This is an optimization exercise on Yosys and OpenROAD, whose aim is small area and a short achievable clock period, not a production implementation. RTL that was checked went through simulation tests only; none was proved equivalent to the original.

the reference run:
==> flow/design.v (excerpt) <==
module fft_top (
	input wire clk,
	input wire rst_n,
	input wire stb,
	input wire sop_in,
	input wire [15:0] x_re,
	input wire [15:0] x_im,
	output wire valid_out,
	output wire sop_out,
	output wire [15:0] y_re,
	output wire [15:0] y_im
);
==> module fft_top, before the edit <==
module fft_top (
	input wire clk,
	input wire rst_n,
	input wire stb,
	input wire sop_in,
	input wire [15:0] x_re,
	input wire [15:0] x_im,
	output wire valid_out,
	output wire sop_out,
	output wire [15:0] y_re,
	output wire [15:0] y_im
);
	reg coll;
	reg [2:0] m;
	reg xv;
	reg [2:0] xm;
	reg [12:1] ph;
	reg vo, so;
	wire [2:0] idx = coll ? m : 3'd0;
	wire acc = stb & (coll | sop_in);
	always @(posedge clk or negedge rst_n) begin
		if (!rst_n) begin
			coll <= 1'b0;
			m <= 3'd0;
			xv <= 1'b0;
			xm <= 3'd0;
			ph <= 12'd0;
			vo <= 1'b0;
			so <= 1'b0;
		end else begin
			xv <= acc;
			xm <= idx;
			if (acc) begin
				coll <= (idx != 3'd7);
				m <= idx + 3'd1;
			end
			ph <= {ph[11:1], xv & (xm == 3'd7)};
			vo <= |ph[12:5];
			so <= ph[5];
		end
	end
	assign valid_out = vo;
	assign sop_out = so;
	reg [15:0] xr, xi;
	always @(posedge clk) begin
		xr <= x_re;
		xi <= x_im;
	end
	reg [63:0] lo_r, lo_i, hi_r, hi_i;
	wire p3 = ph[3];
	wire p4 = ph[4];
	wire ps = ph[1] | ph[2];
	wire w2 = p3 | p4;
	wire [15:0] p1r = p3 ? hi_r[32 +: 16] : p4 ? hi_r[48 +: 16] : lo_r[48 +: 16];
	wire [15:0] p1i = p3 ? hi_i[32 +: 16] : p4 ? hi_i[48 +: 16] : lo_i[48 +: 16];
	wire [15:0] f1r = ps ? lo_r[16 +: 16] : p3 ? hi_i[0 +: 16] : p4 ? hi_i[16 +: 16] : xr;
	wire [15:0] f1i = ps ? lo_i[16 +: 16] : p3 ? hi_r[0 +: 16] : p4 ? hi_r[16 +: 16] : xi;
	wire [16:0] sr = {p1r[15], p1r} + {f1r[15], f1r};
	wire [16:0] dr = {p1r[15], p1r} - {f1r[15], f1r};
	wire [16:0] si = {p1i[15], p1i} + {f1i[15], f1i};
	wire [16:0] di = {p1i[15], p1i} - {f1i[15], f1i};
	wire [15:0] a1r = {sr[16], sr[14:0]};
	wire [15:0] b1r = {dr[16], dr[14:0]};
	wire [15:0] a1i = w2 ? {di[16], di[14:0]} : {si[16], si[14:0]};
	wire [15:0] b1i = w2 ? {si[16], si[14:0]} : {di[16], di[14:0]};
	always @(posedge clk) begin
		if (xv | ph[1]) begin
			lo_r <= {lo_r[47:0], xm[2] ? a1r : xr};
			lo_i <= {lo_i[47:0], xm[2] ? a1i : xi};
		end
	end
	always @(posedge clk) begin
		if (xv & xm[2]) begin
			hi_r <= {hi_r[47:0], b1r};
			hi_i <= {hi_i[47:0], b1i};
		end
	end
	reg [63:0] al_r, al_i;
	reg [95:0] bl_r, bl_i;
	always @(posedge clk) begin
		al_r <= {al_r[47:0], a1r};
		al_i <= {al_i[47:0], a1i};
		bl_r <= {bl_r[79:0], b1r};
		bl_i <= {bl_i[79:0], b1i};
	end
	wire [15:0] tqr = p4 ? al_r[0 +: 16] : bl_r[32 +: 16];
	wire [15:0] tqi = p4 ? al_i[0 +: 16] : bl_i[32 +: 16];
	wire [16:0] tu = {tqr[15], tqr} + {tqi[15], tqi};
	wire [16:0] tv = {tqi[15], tqi} - {tqr[15], tqr};
	reg [16:0] ux, uy;
	always @(posedge clk) begin
		ux <= p4 ? tu : tv;
		uy <= p4 ? tv : tu;
	end
	function automatic [29:0] mulc(input [16:0] v);
		reg [29:0] e;
		begin
			e = {{13{v[16]}}, v};
			mulc = (e << 12) + (e << 10) + (e << 9) + (e << 7) + (e << 5) + e;
		end
	endfunction
	wire [29:0] px = mulc(ux);
	wire [29:0] py = mulc(uy);
	reg [16:0] fx, fy;
	reg nx, ny;
	always @(posedge clk) begin
		fx <= px[29:13];
		fy <= py[29:13];
		nx <= |ux[12:0];
		ny <= |uy[12:0];
	end
	wire c5 = ph[5];
	wire c6 = ph[6];
	wire c7 = ph[7];
	wire c8 = ph[8];
	wire cw = c6 | c8;
	wire [15:0] p2r = c5 ? al_r[48 +: 16] : c6 ? al_r[16 +: 16] : c7 ? bl_r[80 +: 16] : bl_r[48 +: 16];
	wire [15:0] p2i = c5 ? al_i[48 +: 16] : c6 ? al_i[16 +: 16] : c7 ? bl_i[80 +: 16] : bl_i[48 +: 16];
	wire [16:0] f2r = c5 ? {al_r[47], al_r[32 +: 16]} : c7 ? {bl_i[79], bl_i[64 +: 16]} : fx;
	wire [16:0] f2i = c5 ? {al_i[47], al_i[32 +: 16]} : c7 ? {bl_r[79], bl_r[64 +: 16]} : fy;
	wire n2r = cw & nx;
	wire n2i = cw & ny;
	wire flip = c7 | c8;
	wire [17:0] e2r = {{2{p2r[15]}}, p2r};
	wire [17:0] e2i = {{2{p2i[15]}}, p2i};
	wire [17:0] g2r = {f2r[16], f2r};
	wire [17:0] g2i = flip ? ~{f2i[16], f2i} : {f2i[16], f2i};
	wire [17:0] ar = e2r + g2r;
	wire [17:0] br = e2r + ~g2r + {17'd0, ~n2r};
	wire [17:0] ai = e2i + g2i + {17'd0, flip & ~n2i};
	wire [17:0] bi = e2i + ~g2i + {17'd0, ~flip & ~n2i};
	reg [63:0] xl_r, xl_i;
	reg [15:0] yr, yi;
	wire cc = c5 | c6 | c7 | c8;
	always @(posedge clk) begin
		xl_r <= {xl_r[47:0], br[17], br[14:0]};
		xl_i <= {xl_i[47:0], bi[17], bi[14:0]};
		yr <= cc ? {ar[17], ar[14:0]} : xl_r[48 +: 16];
		yi <= cc ? {ai[17], ai[14:0]} : xl_i[48 +: 16];
	end
	assign y_re = yr;
	assign y_im = yi;
endmodule
==> flow/config.mk <==
export PLATFORM = sky130hd
export DESIGN_NAME = fft_top
export DESIGN_NICKNAME = fft_top
export VERILOG_FILES = /design/flow/design.v
export SDC_FILE = /design/flow/constraint.sdc
export NUM_CORES = 4
export LEC_CHECK = 0
export CAP_MARGIN = 20
export CORE_MARGIN = 2
export CORE_UTILIZATION = 40
export SETUP_SLACK_MARGIN = 5
export SLEW_MARGIN = 20
==> flow/constraint.sdc <==
create_clock -name core_clock -period 8.0 [get_ports {clk}]
set_input_delay 1.6000 -clock core_clock [delete_from_list [all_inputs] [get_ports {clk}]]
set_output_delay 1.6000 -clock core_clock [all_outputs]
set_load 0.01 [all_outputs]
run.sh (not shown) runs the stock make flow with config.mk's settings and CLKGATE_MAP_FILE= SYNTH_SCRIPT=/design/flow/synth_recipe.tcl, a recipe that flattens the netlist after the stock synthesis.
The final layout from the reference run, which completed every stage, passed the timing, DRC and antenna checks at the end of the flow.
#### Input delta (the trial run over the reference run)
diff --git a/flow/design.v b/flow/design.v
--- a/flow/design.v
+++ b/flow/design.v
@@ -92,17 +92,17 @@
 	wire w2 = p3 | p4;
 	wire [15:0] p1r = p3 ? hi_r[32 +: 16] : p4 ? hi_r[48 +: 16] : lo_r[48 +: 16];
 	wire [15:0] p1i = p3 ? hi_i[32 +: 16] : p4 ? hi_i[48 +: 16] : lo_i[48 +: 16];
 	wire [15:0] f1r = ps ? lo_r[16 +: 16] : p3 ? hi_i[0 +: 16] : p4 ? hi_i[16 +: 16] : xr;
-	wire [15:0] f1i = ps ? lo_i[16 +: 16] : p3 ? hi_r[0 +: 16] : p4 ? hi_r[16 +: 16] : xi;
+	wire [15:0] f1i = ps ? lo_i[16 +: 16] : p3 ? ~hi_r[0 +: 16] : p4 ? ~hi_r[16 +: 16] : xi;
 	wire [16:0] sr = {p1r[15], p1r} + {f1r[15], f1r};
-	wire [16:0] dr = {p1r[15], p1r} - {f1r[15], f1r};
-	wire [16:0] si = {p1i[15], p1i} + {f1i[15], f1i};
-	wire [16:0] di = {p1i[15], p1i} - {f1i[15], f1i};
+	wire [16:0] dr = {p1r[15], p1r} + ~{f1r[15], f1r} + 17'd1;
+	wire [16:0] si = {p1i[15], p1i} + {f1i[15], f1i} + {16'd0, w2};
+	wire [16:0] di = {p1i[15], p1i} + ~{f1i[15], f1i} + {16'd0, ~w2};
 	wire [15:0] a1r = {sr[16], sr[14:0]};
 	wire [15:0] b1r = {dr[16], dr[14:0]};
-	wire [15:0] a1i = w2 ? {di[16], di[14:0]} : {si[16], si[14:0]};
-	wire [15:0] b1i = w2 ? {si[16], si[14:0]} : {di[16], di[14:0]};
+	wire [15:0] a1i = {si[16], si[14:0]};
+	wire [15:0] b1i = {di[16], di[14:0]};
 	always @(posedge clk) begin
 		if (xv | ph[1]) begin
 			lo_r <= {lo_r[47:0], xm[2] ? a1r : xr};
 			lo_i <= {lo_i[47:0], xm[2] ? a1i : xi};
@@ -125,22 +125,30 @@
 	wire [15:0] tqr = p4 ? al_r[0 +: 16] : bl_r[32 +: 16];
 	wire [15:0] tqi = p4 ? al_i[0 +: 16] : bl_i[32 +: 16];
 	wire [16:0] tu = {tqr[15], tqr} + {tqi[15], tqi};
 	wire [16:0] tv = {tqi[15], tqi} - {tqr[15], tqr};
+	wire [19:0] er = {{4{tqr[15]}}, tqr};
+	wire [19:0] ei = {{4{tqi[15]}}, tqi};
+	wire [19:0] tu5 = er + (er << 2) + ei + (ei << 2);
+	wire [19:0] tv5 = ei + (ei << 2) - er - (er << 2);
 	reg [16:0] ux, uy;
+	reg [19:0] ux5, uy5;
 	always @(posedge clk) begin
 		ux <= p4 ? tu : tv;
 		uy <= p4 ? tv : tu;
+		ux5 <= p4 ? tu5 : tv5;
+		uy5 <= p4 ? tv5 : tu5;
 	end
-	function automatic [29:0] mulc(input [16:0] v);
-		reg [29:0] e;
+	function automatic [29:0] mulc(input [16:0] v, input [19:0] v5);
+		reg [29:0] e, e5;
 		begin
 			e = {{13{v[16]}}, v};
-			mulc = (e << 12) + (e << 10) + (e << 9) + (e << 7) + (e << 5) + e;
+			e5 = {{10{v5[19]}}, v5};
+			mulc = (e5 << 10) + (e5 << 5) + (e << 9) + e;
 		end
 	endfunction
-	wire [29:0] px = mulc(ux);
-	wire [29:0] py = mulc(uy);
+	wire [29:0] px = mulc(ux, ux5);
+	wire [29:0] py = mulc(uy, uy5);
 	reg [16:0] fx, fy;
 	reg nx, ny;
 	always @(posedge clk) begin
 		fx <= px[29:13];
@@ -155,16 +163,16 @@
 	wire cw = c6 | c8;
 	wire [15:0] p2r = c5 ? al_r[48 +: 16] : c6 ? al_r[16 +: 16] : c7 ? bl_r[80 +: 16] : bl_r[48 +: 16];
 	wire [15:0] p2i = c5 ? al_i[48 +: 16] : c6 ? al_i[16 +: 16] : c7 ? bl_i[80 +: 16] : bl_i[48 +: 16];
 	wire [16:0] f2r = c5 ? {al_r[47], al_r[32 +: 16]} : c7 ? {bl_i[79], bl_i[64 +: 16]} : fx;
-	wire [16:0] f2i = c5 ? {al_i[47], al_i[32 +: 16]} : c7 ? {bl_r[79], bl_r[64 +: 16]} : fy;
+	wire [16:0] f2i = c5 ? {al_i[47], al_i[32 +: 16]} : c7 ? ~{bl_r[79], bl_r[64 +: 16]} : c8 ? ~fy : fy;
 	wire n2r = cw & nx;
 	wire n2i = cw & ny;
 	wire flip = c7 | c8;
 	wire [17:0] e2r = {{2{p2r[15]}}, p2r};
 	wire [17:0] e2i = {{2{p2i[15]}}, p2i};
 	wire [17:0] g2r = {f2r[16], f2r};
-	wire [17:0] g2i = flip ? ~{f2i[16], f2i} : {f2i[16], f2i};
+	wire [17:0] g2i = {f2i[16], f2i};
 	wire [17:0] ar = e2r + g2r;
 	wire [17:0] br = e2r + ~g2r + {17'd0, ~n2r};
 	wire [17:0] ai = e2i + g2i + {17'd0, flip & ~n2i};
 	wire [17:0] bi = e2i + ~g2i + {17'd0, ~flip & ~n2i};
Results
- Every stage of the flow completed for the trial run, and the final layout passed the timing, DRC and antenna checks.
- The reference run gets by with fewer registers than the trial run.
- The highest routing layer actually used comes out met4 in one run and met5 in the other, namely in the reference run and the trial run respectively.
- Compared with the reference run, the trial run shows mux share of post-synthesis cell area lower by 0.28 points.
- The setup slack of the trial run is larger than that of the reference run.
- Of the reference run and the trial run, the lower synthesized area belongs to the reference run.
- Lower pin slew with the least headroom to its limit among the reference run and the trial run: the reference run
- Between the reference run and the trial run, design area is lower for the reference run, the trial run comes in above that.
- The final worst-path cycle share number comes out lower for the trial run vs the reference run.
- The critical path data arrival time on the reference run is in line with that on the trial run.
- Summary — relative area change from synthesis to final layout, the trial run relative to the reference run: higher, by 3.9 points.
No functional check of the RTL was part of the trial run.

========
The RTL this note starts from:
==> flow/design.v <==
`default_nettype none
package fft_types_pkg;
	localparam int SAMPLE_W = 16;
	typedef logic signed [SAMPLE_W-1:0] sample_t;
	localparam int ACC_W = 32;
	typedef logic signed [ACC_W-1:0] acc_t;
	localparam int MAX_LOG2_POINTS = 4;
	localparam int MIN_LOG2_POINTS = 2;
	localparam logic CAP_IDLE = 1'b0;
	localparam logic CAP_COLLECT = 1'b1;
endpackage
`default_nettype wire
`default_nettype none
package fft_twiddle_pkg;
	localparam int FRAC_BITS = 13;
	localparam int TWIDDLE_COUNT = 8;
	localparam logic [16*TWIDDLE_COUNT-1:0] TWIDDLE_RE = {
		16'hE270,
		16'hE95F,
		16'hF3C1,
		16'h0000,
		16'h0C3F,
		16'h16A1,
		16'h1D90,
		16'h2000
	};
	localparam logic [16*TWIDDLE_COUNT-1:0] TWIDDLE_IM = {
		16'hF3C1,
		16'hE95F,
		16'hE270,
		16'hE000,
		16'hE270,
		16'hE95F,
		16'hF3C1,
		16'h0000
	};
endpackage
`default_nettype wire
`default_nettype none
module fft_top (
	input wire clk,
	input wire rst_n,
	input wire stb,
	input wire sop_in,
	input wire [15:0] x_re,
	input wire [15:0] x_im,
	output wire valid_out,
	output wire sop_out,
	output wire [15:0] y_re,
	output wire [15:0] y_im
);
	reg coll;
	reg [2:0] m;
	reg xv;
	reg [2:0] xm;
	reg [12:1] ph;
	reg vo, so;
	wire [2:0] idx = coll ? m : 3'd0;
	wire acc = stb & (coll | sop_in);
	wire ph0 = xv & (xm == 3'd7);
	always @(posedge clk or negedge rst_n) begin
		if (!rst_n) begin
			coll <= 1'b0;
			m <= 3'd0;
			xv <= 1'b0;
			xm <= 3'd0;
			ph <= 12'd0;
			vo <= 1'b0;
			so <= 1'b0;
		end else begin
			xv <= acc;
			xm <= idx;
			if (acc) begin
				coll <= (idx != 3'd7);
				m <= idx + 3'd1;
			end
			ph <= {ph[11:1], ph0};
			vo <= |ph[12:5];
			so <= ph[5];
		end
	end
	reg [7:1] pc;
	reg p0c, lsc, x2c, hec;
	always @(posedge clk) begin
		pc <= {ph[6:1], ph0};
		p0c <= acc & (idx == 3'd7);
		lsc <= acc | ph0;
		x2c <= idx[2];
		hec <= acc & idx[2] & ~(idx[1] & idx[0]);
	end
	assign valid_out = vo;
	assign sop_out = so;
	reg [15:0] xr, xi;
	always @(posedge clk) begin
		xr <= x_re;
		xi <= x_im;
	end
	reg [63:0] lo_r, lo_i;
	reg [47:0] hi_r, hi_i;
	reg [15:0] p1r, p1i, f1r, f1i;
	reg w2;
	wire lo_sh = lsc;
	wire bq = p0c | pc[1] | pc[2] | pc[3];
	wire sp_h1 = p0c;
	wire sp_h2 = pc[3];
	wire sp_l2 = lo_sh & ~bq;
	wire sp_l3 = ~(sp_h1 | sp_h2 | sp_l2);
	wire sf_b = p0c;
	wire sf_l = pc[1] | pc[2];
	wire sf_h = pc[3];
	wire sf_x = ~bq;
	always @(posedge clk) begin
		p1r <= ({16{sp_h1}} & hi_r[16 +: 16]) | ({16{sp_h2}} & hi_r[32 +: 16]) |
			({16{sp_l2}} & lo_r[32 +: 16]) | ({16{sp_l3}} & lo_r[48 +: 16]);
		p1i <= ({16{sp_h1}} & hi_i[16 +: 16]) | ({16{sp_h2}} & hi_i[32 +: 16]) |
			({16{sp_l2}} & lo_i[32 +: 16]) | ({16{sp_l3}} & lo_i[48 +: 16]);
		f1r <= ({16{sf_b}} & b1i) | ({16{sf_l}} & lo_r[16 +: 16]) |
			({16{sf_h}} & hi_i[0 +: 16]) | ({16{sf_x}} & x_re);
		f1i <= ({16{sf_b}} & ~b1r) | ({16{sf_l}} & lo_i[16 +: 16]) |
			({16{sf_h}} & ~hi_r[0 +: 16]) | ({16{sf_x}} & x_im);
		w2 <= ph0 | ph[3];
	end
	wire [16:0] sr = {p1r[15], p1r} + {f1r[15], f1r};
	wire [17:0] drx = {p1r[15], p1r, 1'b1} + {~f1r[15], ~f1r, 1'b1};
	wire [17:0] six = {p1i[15], p1i, 1'b1} + {f1i[15], f1i, w2};
	wire [17:0] dix = {p1i[15], p1i, 1'b1} + {~f1i[15], ~f1i, ~w2};
	wire [16:0] dr = drx[17:1];
	wire [16:0] si = six[17:1];
	wire [16:0] di = dix[17:1];
	wire [15:0] a1r = {sr[16], sr[14:0]};
	wire [15:0] b1r = {dr[16], dr[14:0]};
	wire [15:0] a1i = {si[16], si[14:0]};
	wire [15:0] b1i = {di[16], di[14:0]};
	always @(posedge clk) begin
		if (lo_sh) begin
			lo_r <= {lo_r[47:0], x2c ? a1r : xr};
			lo_i <= {lo_i[47:0], x2c ? a1i : xi};
		end
	end
	always @(posedge clk) begin
		if (hec) begin
			hi_r <= {hi_r[31:0], b1r};
			hi_i <= {hi_i[31:0], b1i};
		end
	end
	reg [31:0] al_r, al_i;
	reg [63:0] bl_r, bl_i;
	always @(posedge clk) begin
		al_r <= {al_r[15:0], a1r};
		al_i <= {al_i[15:0], a1i};
	end
	wire t2 = pc[2];
	wire t3 = pc[3];
	wire t4 = pc[4];
	wire t5 = pc[5];
	wire [15:0] tqr = ({16{t2}} & al_r[0 +: 16]) | ({16{t3}} & ~al_r[16 +: 16]) |
		({16{t4}} & bl_r[32 +: 16]) | ({16{t5}} & ~bl_r[48 +: 16]);
	wire [15:0] tqi = ({16{t2}} & al_i[0 +: 16]) | ({16{t3}} & al_i[16 +: 16]) |
		({16{t4}} & bl_i[32 +: 16]) | ({16{t5}} & bl_i[48 +: 16]);
	reg [16:0] tx;
	wire [17:0] txs = {tqi[15], tqi, 1'b1} + {tqr[15], tqr, t3 | t5};
	always @(posedge clk) begin
		tx <= txs[17:1];
	end
	wire [20:0] ex = {{4{tx[16]}}, tx};
	wire [24:0] ey = {{8{tx[16]}}, tx};
	reg [20:0] m11;
	reg [24:0] m161;
	reg mn;
	always @(posedge clk) begin
		m11 <= (ex << 3) + (ex << 1) + ex;
		m161 <= (ey << 7) + (ey << 5) + ey;
		mn <= |tx[12:0];
	end
	wire [29:0] mp = {m11[20], m11, 9'd0} + {{5{m161[24]}}, m161};
	wire [16:0] fx = mp[29:13];
	reg [16:0] hf;
	reg hn;
	always @(posedge clk) begin
		hf <= fx;
		hn <= mn;
	end
	reg [15:0] p2r, p2i;
	reg [16:0] f2r, f2i;
	reg crb, cia, cib;
	reg cc;
	wire c4 = pc[4];
	wire c5 = pc[5];
	wire c6 = pc[6];
	wire c7 = pc[7];
	always @(posedge clk) begin
		p2r <= ({16{c4}} & al_r[16 +: 16]) | ({16{c5}} & al_r[0 +: 16]) |
			({16{c6}} & bl_r[48 +: 16]) | ({16{c7}} & bl_r[32 +: 16]);
		p2i <= ({16{c4}} & al_i[16 +: 16]) | ({16{c5}} & al_i[0 +: 16]) |
			({16{c6}} & bl_i[48 +: 16]) | ({16{c7}} & bl_i[32 +: 16]);
		f2r <= ({17{c4}} & {al_r[15], al_r[0 +: 16]}) | ({17{c5}} & hf) |
			({17{c6}} & {bl_i[47], bl_i[32 +: 16]}) | ({17{c7}} & fx);
		f2i <= ({17{c4}} & {al_i[15], al_i[0 +: 16]}) | ({17{c5}} & fx) |
			({17{c6}} & ~{bl_r[47], bl_r[32 +: 16]}) | ({17{c7}} & ~hf);
		crb <= c4 | c6 | (c5 & ~hn) | (c7 & ~mn);
		cia <= c6 | (c7 & ~hn);
		cib <= c4 | (c5 & ~mn);
		cc <= pc[4] | pc[5] | pc[6] | pc[7];
	end
	wire [17:0] e2r = {{2{p2r[15]}}, p2r};
	wire [17:0] e2i = {{2{p2i[15]}}, p2i};
	wire [17:0] g2r = {f2r[16], f2r};
	wire [17:0] g2i = {f2i[16], f2i};
	wire [17:0] ar = e2r + g2r;
	wire [18:0] brx = {e2r, 1'b1} + {~g2r, crb};
	wire [18:0] aix = {e2i, 1'b1} + {g2i, cia};
	wire [18:0] bix = {e2i, 1'b1} + {~g2i, cib};
	wire [17:0] br = brx[18:1];
	wire [17:0] ai = aix[18:1];
	wire [17:0] bi = bix[18:1];
	always @(posedge clk) begin
		bl_r <= {bl_r[47:0], cc ? {br[17], br[14:0]} : b1r};
		bl_i <= {bl_i[47:0], cc ? {bi[17], bi[14:0]} : b1i};
	end
	reg [15:0] yr, yi;
	always @(posedge clk) begin
		yr <= cc ? {ar[17], ar[14:0]} : bl_r[48 +: 16];
		yi <= cc ? {ai[17], ai[14:0]} : bl_i[48 +: 16];
	end
	assign y_re = yr;
	assign y_im = yi;
endmodule
`default_nettype wire
clock: 8.0 ns
lec_check: 0
cap_margin: 20
core_margin: 2
core_utilization: 40
cts_cluster_diameter: 100
cts_cluster_size: 26
setup_slack_margin: 5
slew_margin: 20
The baseline completed with no timing, DRC or antenna violations.
Rerun with:
--- a/flow/design.v
+++ b/flow/design.v
@@ -119,16 +119,13 @@
 		f1i <= ({16{sf_b}} & ~b1r) | ({16{sf_l}} & lo_i[16 +: 16]) |
 			({16{sf_h}} & ~hi_r[0 +: 16]) | ({16{sf_x}} & x_im);
 		w2 <= ph0 | ph[3];
 	end
 	wire [16:0] sr = {p1r[15], p1r} + {f1r[15], f1r};
-	wire [17:0] drx = {p1r[15], p1r, 1'b1} + {~f1r[15], ~f1r, 1'b1};
-	wire [17:0] six = {p1i[15], p1i, 1'b1} + {f1i[15], f1i, w2};
-	wire [17:0] dix = {p1i[15], p1i, 1'b1} + {~f1i[15], ~f1i, ~w2};
-	wire [16:0] dr = drx[17:1];
-	wire [16:0] si = six[17:1];
-	wire [16:0] di = dix[17:1];
+	wire [16:0] dr = {p1r[15], p1r} + ~{f1r[15], f1r} + 17'd1;
+	wire [16:0] si = {p1i[15], p1i} + {f1i[15], f1i} + {16'd0, w2};
+	wire [16:0] di = {p1i[15], p1i} + ~{f1i[15], f1i} + {16'd0, ~w2};
 	wire [15:0] a1r = {sr[16], sr[14:0]};
 	wire [15:0] b1r = {dr[16], dr[14:0]};
 	wire [15:0] a1i = {si[16], si[14:0]};
 	wire [15:0] b1i = {di[16], di[14:0]};
 	always @(posedge clk) begin
@@ -156,13 +153,12 @@
 	wire [15:0] tqr = ({16{t2}} & al_r[0 +: 16]) | ({16{t3}} & ~al_r[16 +: 16]) |
 		({16{t4}} & bl_r[32 +: 16]) | ({16{t5}} & ~bl_r[48 +: 16]);
 	wire [15:0] tqi = ({16{t2}} & al_i[0 +: 16]) | ({16{t3}} & al_i[16 +: 16]) |
 		({16{t4}} & bl_i[32 +: 16]) | ({16{t5}} & bl_i[48 +: 16]);
 	reg [16:0] tx;
-	wire [17:0] txs = {tqi[15], tqi, 1'b1} + {tqr[15], tqr, t3 | t5};
-	always @(posedge clk) begin
-		tx <= txs[17:1];
+	always @(posedge clk) begin
+		tx <= {tqi[15], tqi} + {tqr[15], tqr} + {16'd0, t3 | t5};
 	end
 	wire [20:0] ex = {{4{tx[16]}}, tx};
 	wire [24:0] ey = {{8{tx[16]}}, tx};
 	reg [20:0] m11;
 	reg [24:0] m161;
@@ -205,16 +201,13 @@
 	wire [17:0] e2r = {{2{p2r[15]}}, p2r};
 	wire [17:0] e2i = {{2{p2i[15]}}, p2i};
 	wire [17:0] g2r = {f2r[16], f2r};
 	wire [17:0] g2i = {f2i[16], f2i};
 	wire [17:0] ar = e2r + g2r;
-	wire [18:0] brx = {e2r, 1'b1} + {~g2r, crb};
-	wire [18:0] aix = {e2i, 1'b1} + {g2i, cia};
-	wire [18:0] bix = {e2i, 1'b1} + {~g2i, cib};
-	wire [17:0] br = brx[18:1];
-	wire [17:0] ai = aix[18:1];
-	wire [17:0] bi = bix[18:1];
+	wire [17:0] br = e2r + ~g2r + {17'd0, crb};
+	wire [17:0] ai = e2i + g2i + {17'd0, cia};
+	wire [17:0] bi = e2i + ~g2i + {17'd0, cib};
 	always @(posedge clk) begin
 		bl_r <= {bl_r[47:0], cc ? {br[17], br[14:0]} : b1r};
 		bl_i <= {bl_i[47:0], cc ? {bi[17], bi[14:0]} : b1i};
 	end
 	reg [15:0] yr, yi;
After rerunning: The changed run ran to the end with no violations; design area barely changes; clock skew barely changes; synthesized area fell by 0.77%; routed wire length fell by 0.91%; worst setup slack gets worse by 0.14 ns.

-- static timing again, ports no longer ideal --
The flow's constraints put no driver on any port. The routed layouts listed below were extracted and timed again, unchanged, in two steps.
Step 1, drivers: a clkbuf_16 drives clk and a buf_2 each remaining input, both assumed.
Step 2 adds t to the input delays and takes it off the output delays; t is the mean of the earliest and latest rising clock arrival at the registers after step 1. Input paths then give back, and output paths get back, about the clock's delay inside the block.
Three values: no drivers, after step 1, after step 2; two values: the first two.
| run | t, ns | setup WS [ns] | worst setup path at the end | pins driven straight from the clock port |
|---|---|---|---|---|
| the reference run | 0.720 | 3.869 / 3.869 / 3.869 | register to register | 1 |
| the trial run | 0.740 | 3.882 / 3.882 / 3.882 | register to register | 1 |
| the first run of note 2 | 0.648 | 5.028 / 5.028 / 4.874 | input to register | 1 |
| the second run of note 2 | 0.646 | 4.892 / 4.892 / 4.892 | register to register | 1 |
After both steps setup and hold are still met in every run listed. For the first run of note 2, which loses most, drivers alone change the setup slack by 0.000 ns; drivers and shift together by -0.154 ns.
